Background: an optimization exercise with open tools, aiming at small area, a short achievable clock period and few clock cycles per item. Do not read the settings as production practice. Only simulation tests tie the RTL to the original design; equivalence was not proved. Power and IR drop assume default switching activity.

## JK
// cpu_register_file_move
module cpu_register_file_move (
  input  logic                                clk,
  input  logic                                rst_n,
  input  logic                                in_tvalid,
  output logic                                in_tready,
  input  logic [1:0]                          in_tuser,
  input  logic [crfm_pkg::IN_TDATA_W-1:0]     in_tdata,
  output logic                                out_tvalid,
  input  logic                                out_tready,
  output logic [crfm_pkg::OUT_TDATA_W-1:0]    out_tdata
);
Size: ~2400 cells after synthesis, about 840 flip-flops, about 200 I/O pins, roughly 36000 µm² of cells after synthesis.
==> flow/config.mk <==
export PLATFORM = sky130hd
export DESIGN_NAME = cpu_register_file_move
export DESIGN_NICKNAME = cpu_register_file_move
export VERILOG_FILES = /design/flow/design.v
export SDC_FILE = /design/flow/constraint.sdc
export NUM_CORES = 4
export LEC_CHECK = 0
export CAP_MARGIN = 20
export CORE_MARGIN = 2
export CORE_UTILIZATION = 70
export CTS_CLUSTER_DIAMETER = 80
export CTS_CLUSTER_SIZE = 30
export PLACE_DENSITY = 0.8
export SETUP_SLACK_MARGIN = 2.85
export SLEW_MARGIN = 20
==> flow/constraint.sdc <==
create_clock -name core_clock -period 5.0 [get_ports {clk}]
set_input_delay 1.0000 -clock core_clock [delete_from_list [all_inputs] [get_ports {clk}]]
set_output_delay 1.0000 -clock core_clock [all_outputs]
set_load 0.01 [all_outputs]
standard.sh (not shown) runs the stock make flow with config.mk's settings and CLKGATE_MAP_FILE= SYNTH_SCRIPT=/design/flow/synth_recipe.tcl, a recipe that flattens the netlist after the stock synthesis.
==> flow/flow/run.sh <==
#!/bin/bash
# Standard ORFS layout, with the port buffers made of plain buf_2 cells and
# cell resizing allowed to change footprints, so port buffers and other
# cells can be sized for speed. make's full output goes to its own log in
# this folder.
set -euo pipefail
bash standard.sh MATCH_CELL_FOOTPRINT=0 "BUFFER_PORTS_ARGS=-buffer_cell sky130_fd_sc_hd__buf_2" finish > make_finish.log 2>&1
JK completed end to end with timing, DRC and antenna clean.
Testbench counts of JK, summed over its fixed seeds: cycles 16,016, items 16,000.
### JK -> MS
- SETUP_SLACK_MARGIN changed from 2.85 to 2.7
Results
Comparing MS and JK, the lower wire length reported by the detailed router was measured on MS.
For the critical path depth, MS came in 1 higher than JK did.
Post-synthesis cell area: MS vs JK identical
MS and JK ended up with nearly the same number of cells in the design after placement.
On clock-cell share of area, MS and JK are neck and neck.
MS vs JK on power: MS is the lower one.
Wire length of the first global-routing pass improves in MS relative to JK.
Fmax is higher on MS
Comparing MS and JK, the lower register share of the cell area is on JK.
JK vs MS, critical-path cell with the highest stage delay: sky130_fd_sc_hd__o21ai_0 vs sky130_fd_sc_hd__edfxtp_1
Comparing MS against JK, there is no change at all in complex-gate fraction of the synthesized area.

========
Another version of the RTL of cpu_register_file_move (not shown whole).
Size: ~2,500 cells after synthesis, about 0.035 mm^2 of cells after synthesis.
export LEC_CHECK = 0
export CAP_MARGIN = 20
export CORE_MARGIN = 2
export CORE_UTILIZATION = 40
export CTS_CLUSTER_DIAMETER = 80
export CTS_CLUSTER_SIZE = 30
export SETUP_SLACK_MARGIN = 2.4
export SLEW_MARGIN = 20
create_clock -name core_clock -period 5.0 [get_ports {clk}]
Scripts as last shown in full above: flow/flow/run.sh
The starting point completed without violations.
Testbench counts at the start, summed over its fixed seeds: cycles 16,016, items 16,000.
Edit:
CORE_UTILIZATION = 70   (was 40)
PLACE_DENSITY = 0.8   (was unset)
- setup slack gains 17 ps
- die area is lower by 42%
- synthesized cell count is unchanged
- register-to-register slack gains 20 ps
- wire length is lower by 8.2%
- final cell count fell by 13%
- combinational power barely changes

========
cpu_register_file_move, a different RTL version from the one above (not shown whole).
Size: about 200 I/O pins, roughly 36000 µm² of cells after synthesis.
clock: 5.0 ns
lec_check: 0
cap_margin: 20
core_margin: 2
core_utilization: 50
cts_cluster_diameter: 60
cts_cluster_size: 40
setup_slack_margin: 2.75
slew_margin: 20
Scripts as last shown in full above: flow/flow/run.sh
The starting point finished with timing, DRC and antenna clean.
Testbench counts at the start, summed over its fixed seeds: cycles 16,016, items 16,000.
Next try:
- CORE_UTILIZATION: 50 -> 40
- CTS_CLUSTER_DIAMETER: 60 -> 80
- CTS_CLUSTER_SIZE: 40 -> 30
- SETUP_SLACK_MARGIN: 2.75 -> 2.7
After rerunning: Final area shrinks by a few percent. Total power goes down by roughly a tenth. Synthesized cell count is unchanged. Global-route usage went down by 7.0 points. Register-to-register slack hardly moves. Clock-buffer cell count decreases by 10. Die area rises by a quarter to a third. Hold slack improves by 0.0095 ns.
Next try:
- CORE_UTILIZATION: 40 -> 50
Setup slack improved by 0.0084 ns.
Critical path depth rises by 1.
Register-to-register slack hardly moves.
First-iteration DRC count rises by 2.7%.
Non-clock buffer count rises by 19.
Next try:
- CTS_CLUSTER_DIAMETER: 80 -> 50
- SETUP_SLACK_MARGIN: 2.7 -> 2.65
Clock power goes up by 81%.
Combinational power decreases by about 3%.
Area after synthesis stays the same.
Worst setup slack gets worse by 0.18 ns.
Wire length hardly moves.

==> afterwards: timing with drivers on the ports <==
How much do the figures lean on ideal ports? The routed layouts below were timed once more, with nothing changed but the port constraints. Step 1 (the two cells are an assumption about what drives the block):
set clk [get_ports {clk}]
set_driving_cell -lib_cell sky130_fd_sc_hd__clkbuf_16 $clk
set_driving_cell -lib_cell sky130_fd_sc_hd__buf_2 [delete_from_list [all_inputs] $clk]
Step 2 times the ports against the registers' clock, not the clock port: input delays grow and output delays shrink by t, the midpoint of the rising clock arrivals with the driver on. Three values: ideal ports, drivers, drivers and shift; two values: the first two.
run | t (ns) | setup WS [ns] | hold slack, ns | latest minus earliest clock arrival (ns) | worst register clock-pin slew, ns
JK | 0.690 | 2.214 / 2.214 / 2.214 | 0.422 / 0.422 / 0.422 | 0.041 / 0.040 | 0.12 / 0.12
MS | 0.673 | 2.608 / 2.608 / 2.261 | 0.422 / 0.422 / 0.422 | 0.028 / 0.029 | 0.12 / 0.12
the first run of note 2 | 0.671 | 2.332 / 2.332 / 2.161 | 0.428 / 0.428 / 0.428 | 0.026 / 0.026 | 0.12 / 0.12
the second run of note 2 | 0.668 | 2.349 / 2.339 / 2.055 | 0.431 / 0.431 / 0.431 | 0.028 / 0.028 | 0.12 / 0.12
the first run of note 3 | 0.710 | 2.640 / 2.640 / 2.378 | 0.424 / 0.424 / 0.424 | 0.044 / 0.043 | 0.12 / 0.12
the second run of note 3 | 0.671 | 2.648 / 2.648 / 2.269 | 0.434 / 0.434 / 0.434 | 0.022 / 0.022 | 0.12 / 0.12
the third run of note 3 | 0.676 | 2.656 / 2.656 / 2.307 | 0.429 / 0.429 / 0.429 | 0.030 / 0.031 | 0.12 / 0.12
the fourth run of note 3 | 0.710 | 2.472 / 2.472 / 2.291 | 0.419 / 0.419 / 0.419 | 0.027 / 0.028 | 0.08 / 0.08
After both steps every run listed still meets setup and hold. The setup slack of the second run of note 3, which loses most, moves by 0.000 ns with the drivers and by -0.379 ns with both steps.
